From an optimization exercise on the open Yosys and OpenROAD flow, aimed at small area, a short achievable clock period and few clock cycles per item; shortcuts taken in it are not production practice. Only simulation tests tie the RTL to the original design; equivalence was not proved. Power is estimated from default activity; no workload was simulated.

==> flow/design.v, too long to show whole: its modules and the start of the top module <==
// module gc_trigger_policy_unit: 871 lines
module gc_trigger_policy_unit
#(
  parameter int TOTAL_WIDTH   = gtp_pkg::TOTAL_WIDTH_DEF,
  parameter int COUNTER_WIDTH = gtp_pkg::COUNTER_WIDTH_DEF,
  parameter int PEAK_CAP      = gtp_pkg::PEAK_CAP_DEF
) (
  input  logic                  clk,
  input  logic                  rst_n,
  input  logic                  cfg_we,
  input  logic [gtp_pkg::SPP_W-1:0]      cfg_wdata,
  input  logic                  in_valid,
  output logic                  in_ready,
  input  logic [gtp_pkg::CMD_W-1:0]      in_cmd,
  input  logic [gtp_pkg::TOTAL_IN_W-1:0] in_allocated_total,
  input  logic [gtp_pkg::SLOT_W-1:0]     in_swept_slots,
  input  logic [gtp_pkg::PAGE_W-1:0]     in_empty_pages,
  input  logic [gtp_pkg::SLOT_W-1:0]     in_final_slots,
  input  logic [gtp_pkg::OBJ_W-1:0]      in_old_objects,
  input  logic [gtp_pkg::OBJ_W-1:0]      in_old_limit,
  input  logic [gtp_pkg::OBJ_W-1:0]      in_shady_objects,
  input  logic [gtp_pkg::OBJ_W-1:0]      in_shady_limit,
  input  logic                  in_became_major,
  output logic                  out_valid,
  input  logic                  out_ready,
  output logic [gtp_pkg::ACT_W-1:0]      out_action,
  output logic                  out_enabled,
  output logic [gtp_pkg::CNT_OUT_W-1:0]  out_major_tally,
  output logic [gtp_pkg::CNT_OUT_W-1:0]  out_minor_tally,
  output logic [gtp_pkg::CNT_OUT_W-1:0]  out_sweep_tally,
  output logic [gtp_pkg::CNT_OUT_W-1:0]  out_total_count
);
  // ...
==> flow/run.sh <==
#!/bin/bash
# synth_recipe.tcl (not shown) runs the flow's synth.tcl, then flattens the netlist and writes it again
# the make line also repeats each setting of config.mk as NAME=value (left out here)
make -C /OpenROAD-flow-scripts/flow DESIGN_CONFIG=/design/flow/config.mk WORK_HOME=/design/flow/orfs CLKGATE_MAP_FILE= SYNTH_SCRIPT=/design/flow/synth_recipe.tcl finish
==> flow/config.mk <==
export PLATFORM = sky130hd
export DESIGN_NAME = gc_trigger_policy_unit
export DESIGN_NICKNAME = gc_trigger_policy_unit
export VERILOG_FILES = /design/flow/design.v
export SDC_FILE = /design/flow/constraint.sdc
export NUM_CORES = 4
export LEC_CHECK = 0
export CAP_MARGIN = 20
export CORE_MARGIN = 2
export CORE_UTILIZATION = 40
export SLEW_MARGIN = 20
==> flow/constraint.sdc <==
create_clock -name core_clock -period 10.0 [get_ports {clk}]
set_input_delay 2.0000 -clock core_clock [delete_from_list [all_inputs] [get_ports {clk}]]
set_output_delay 2.0000 -clock core_clock [all_outputs]
set_load 0.01 [all_outputs]
==> summary.txt, run 1 <==
Crit path required time=10.56 ns; global-route track usage on met1=0.2813; clock-pin slew on the worst setup and hold paths=0.06 ns; GR Util met3=0.03225; buffer depth of the longest clock path=3; multi-input gates=4338; placed cell area=68760 um^2; filler cell count=14692; Post-Place Cells=8688; power attributed to sequential cells=4.54 mW; Met3 Wirelength=8.570 mm; leakage power=31.63 nW; inserted tap cell count=2058; multi-input combinational area share=0.5273; total area of multi-input combinational cells=38490 um^2; unrepaired setup endpoints after global routing=false; commonest register cell after synthesis=dfxtp_1; worst hold path stage count=0; average instance area after synthesis=9.796 um^2; transition time of the tightest slew-check pin=1.178 ns; maximum number of pins on one net before global-route repair=91; number of H-tree levels=3; DP Worst Slack=3.856 ns; xor/xnor share of the synthesized area=0.03982; run status=complete, no violations; top layer used by detailed routing=met5; sequential cell area=20080 um^2
Testbench counts, summed over its fixed seeds: cycles 9,640, items 9,600.
==> inputs of run 2 (changes only) <==
--- a/flow/config.mk
+++ b/flow/config.mk
@@ -8,4 +8,5 @@
 export CAP_MARGIN = 20
 export CORE_MARGIN = 2
 export CORE_UTILIZATION = 40
+export SETUP_SLACK_MARGIN = 5
 export SLEW_MARGIN = 20
==> run 2 against run 1 <==
Against the previous run:
- core utilization increased by 0.43 points
- combinational power increased by 5.2%
- largest power group unchanged
- sequential cell count did not move
- power is 1.5% higher
- synthesized area is the same
- worst hold slack gained 0.0045 ns
- critical path depth is 2 lower
- count of clock-buffer cells in the layout increased by 1
- worst setup slack improved by 0.86 ns
- still clean on timing, DRC and antenna
==> summary.txt, run 2 <==
leakage power=31.77 nW (+0.43%); Die W=399.2 um; commonest cells after routing, fill and taps aside=dfxtp_1 (929), inv_1 (839), fa_1 (679); most common cell in the netlist=dfxtp_1; distinct cell type count of the synthesized netlist=91; worst r2r dst=q_mem[2][0]; type of element launching the critical path=flop; number of H-tree levels=3 (unchanged); Setup Total Neg Slack=0 ns; worst setup margin=4.675 ns; Finished Cell Area=73680 um^2; run status=complete, no violations; share of synthesized area occupied by flip-flops and latches=0.3213; commonest register cell after synthesis=dfxtp_1; initial antenna violation count=14; share of async-settable or async-resettable flops after synthesis=0; global routing's busiest layer=met2; unrepaired setup endpoints after global routing=true; placeable core region=155700 um^2; placed cell area=68900 um^2 (+0.20%); most common library cell in the layout ignoring fill and taps=dfxtp_1; arrival time of the worst setup path=5.85 ns; worst hold path class=reg -> reg; net count after synthesis=7852; die extent in y=399.2 um; worst relative slew slack=0.2310; cell area after synthesis=62460 um^2; total global-route track usage=0.2073; master cell of the clock root buffer=clkbuf_16; clock tree from TritonCTS=done; top achievable clock speed=187.8 MHz; Reg2Reg Depth=25; average vias per placed instance=5.089; met2 layer usage reported by global route=0.3427; # nets final=8240; nature of the critical path endpoint=flop; GR Util met3=0.03584 (+0.003584); end of the worst hold path=c_c; cell types with the highest counts after synthesis=dfxtp_1 (944), inv_1 (863), fa_1 (680), nand2_1 (569), ha_1 (511); share of layout cells above drive strength 1=0.06066; final worst path period share=0.5325; Max-cap violations=0; clock buffers created by TritonCTS=110; setup clock skew after layout=0.07337 ns; Area Growth Syn to Fin=17.95%; filler cell count=14681 (-0.075%); maximum number of pins on one net before global-route repair=91 (unchanged); overflow left after global routing=0; clock-pin slew on the worst setup and hold paths=0.06 ns (about the same); #FFs+latches synth=983; type of the worst setup path=reg -> reg; initial core utilization=0.4013; standard-cell row count=145; maximum vdd ir drop=0.1569 mV; wire length of the first global-routing pass=259.9 mm; weighted congestion at the end of routability-driven global placement=0.8978; fraction of synthesized cell area taken by the top area cell type=0.3026; Detailed Route Iter0 Violations=2849; hold-fix buffer count after cts=0; number of buffer cells added on primary ports=417; clock latency (worst-skew pair)=0.78 ns; ranking of synthesized cells by area=dfxtp_1 (30%), fa_1 (22%), ha_1 (10%); post-detailed-routing wire length=165.5 mm; via count of the first global-routing pass=46282; TritonRoute pass-1 iters=6; Final Max Tran Viols=0; sink count of the clock tree=983; Hold Fails Final Rpt=0; non-filler cells in the finished layout=8919; WL/cell=18.55 um; total number of yosys warnings=1; average instance area after synthesis=9.796 um^2 (unchanged); gate count after technology mapping=6376; total via count in the routed design=45391; setup slack of the most critical reg-to-reg path=4.68 ns; Post-Place Cells=8684 (-0.046%); transition time of the tightest slew-check pin=1.152 ns (-0.02638 ns); Die ar.=159300 um^2; number of enable-type register cells in the synthesized netlist=39; maximum fanout encountered on the critical timing path=6; antenna-violating nets left=0; Crit path required time=10.52 ns (-0.04 ns); setup violators final=0; Power Total=14.34 mW; cell area power density=194.7 nW/um^2; Critical R2R Launch=peak_r[4]; Post-DP HPWL=130.3 mm; hold_sp=b_c; I/O pins=418; cell taking the most area after synthesis=dfxtp_1; DP Worst Slack=4.325 ns (+0.4691 ns); buffer depth of the longest clock path=3 (unchanged); post-layout min period=5.325 ns; DRC violations left=0; worst hold path stage count=0 (unchanged); global-route track usage on met1=0.2813 (about the same)
## run 2: changes by cell type in the layout (fill, tap and decap cells not counted), sizes merged
| cell | before | now |
|---|---|---|
| clkbuf | 136 | 137 |
| buf | 28 | 50 |
| bufinv | 20 | 22 |
| inv | 875 | 872 |
| clkinv | 35 | 29 |
## run 2: logic make-up (layout without fill, tap and decap cells)
group	Yosys count	in the layout	share of synthesized area
other cells	0	3	0
compound gates	1119	1119	0.1136
mux	60	60	0.01116
buf+inv	1055	1537	0.06356
flops	983	983	0.3213
fa+ha+maj	1191	1191	0.3203
simple gates	1684	1684	0.1303
xor+xnor	284	284	0.03982
## run 2: worst max-delay path, cell delays in order (launching register included)
cell and delay, ns:
dfxtp_4 0.37, inv_4 0.05, fa_1 0.53, inv_1 0.05
fa_1 0.49, inv_2 0.05, ha_4 0.23, a21o_1 0.15
a21o_1 0.23, nand3_2 0.09, nand2_2 0.06, a211oi_4 0.24
or2_4 0.20, nand2_1 0.06, a211oi_2 0.17, nor2_1 0.08
fa_1 0.53, ha_4 0.21, a21o_1 0.15, a21oi_1 0.16
nand2_1 0.08, a41oi_2 0.16, o221ai_2 0.12, o31ai_2 0.28
nand3_1 0.16, o211ai_1 0.24
## run 2: metal layers
| metal | up-vias | wire (um) |
|---|---|---|
| met5 | - | 23 |
| met4 | 4 | 3714 |
| met3 | 234 | 9508 |
| met2 | 1072 | 78080 |
| met1 | 22268 | 74130 |
| li1 | 21813 | - |
## run 2: area by class of cell
| class | instances | area, um^2 | share of cell area |
|---|---|---|---|
| inverters | 864 | 3251 | 0.04412 |
| multi-input cells | 4338 | 39010 | 0.5295 |
| clock buffers | 137 | 2997 | 0.04067 |
| repair buffers | 467 | 4573 | 0.06207 |
| well taps | 2058 | 2575 | 0.03495 |
| clock inverters | 69 | 1160 | 0.01574 |
| flip-flops and latches | 983 | 20100 | 0.2728 |
| diodes | 3 | 7.507 | 0.0001019 |
## run 2: worst max path at each step
stage | end | from | slack (ns)
floorplan | q_mem[0][0] | peak_r[0] | 5.01
global placement | q_mem[4][4] | peak_r[9] | 4.48
detailed placement | q_mem[4][4] | peak_r[7] | 4.32
CTS | q_mem[2][0] | peak_r[0] | 4.57
global route | q_mem[0][0] | peak_r[4] | 4.46
finish | q_mem[2][0] | peak_r[4] | 4.68
## run 2: through the flow
stage | hold slack, ns | utilization
floorplan | 0.3096 | -
global placement | 0.3127 | 0.4424
detailed placement | 0.3121 | 0.4426
CTS | 0.3262 | 0.4709
global route | 0.3286 | 0.4733
finish | 0.3199 | 0.4733
## run 2: power breakdown
group	switching [mW]	internal, mW
logic	2.85	2.40
registers	0.303	4.24
clock network	1.81	2.73
## run 2: timing repair
| item | 4_1_cts | 5_1_grt |
|---|---|---|
| endpoints found under the setup margin | 28 | 37 |
| setup buffers | 16 | 10 |
| pin swaps | 36 | 52 |
| resized for setup | 34 | 63 |

## afterwards: timing with drivers on the ports
How much do the figures lean on ideal ports? The routed layouts below were timed once more, with nothing changed but the port constraints.
Step 1 (the two cells are an assumption about what drives the block):
set clk [get_ports {clk}]
set_driving_cell -lib_cell sky130_fd_sc_hd__clkbuf_16 $clk
set_driving_cell -lib_cell sky130_fd_sc_hd__buf_2 [delete_from_list [all_inputs] $clk]
Step 2, shift: input delay + t, output delay - t, t = (earliest + latest rising clock arrival at the registers) / 2. This alone moves slack from input paths to output paths.
Three values: ideal ports, drivers, drivers and shift; two values: the first two.
run	t, ns	setup WS [ns]	worst register clock-pin slew, ns
run 1	0.816	3.817 / 3.817 / 3.817	0.07 / 0.07
run 2	0.821	4.675 / 4.675 / 4.675	0.07 / 0.07
After both steps setup and hold are still met in every run listed.
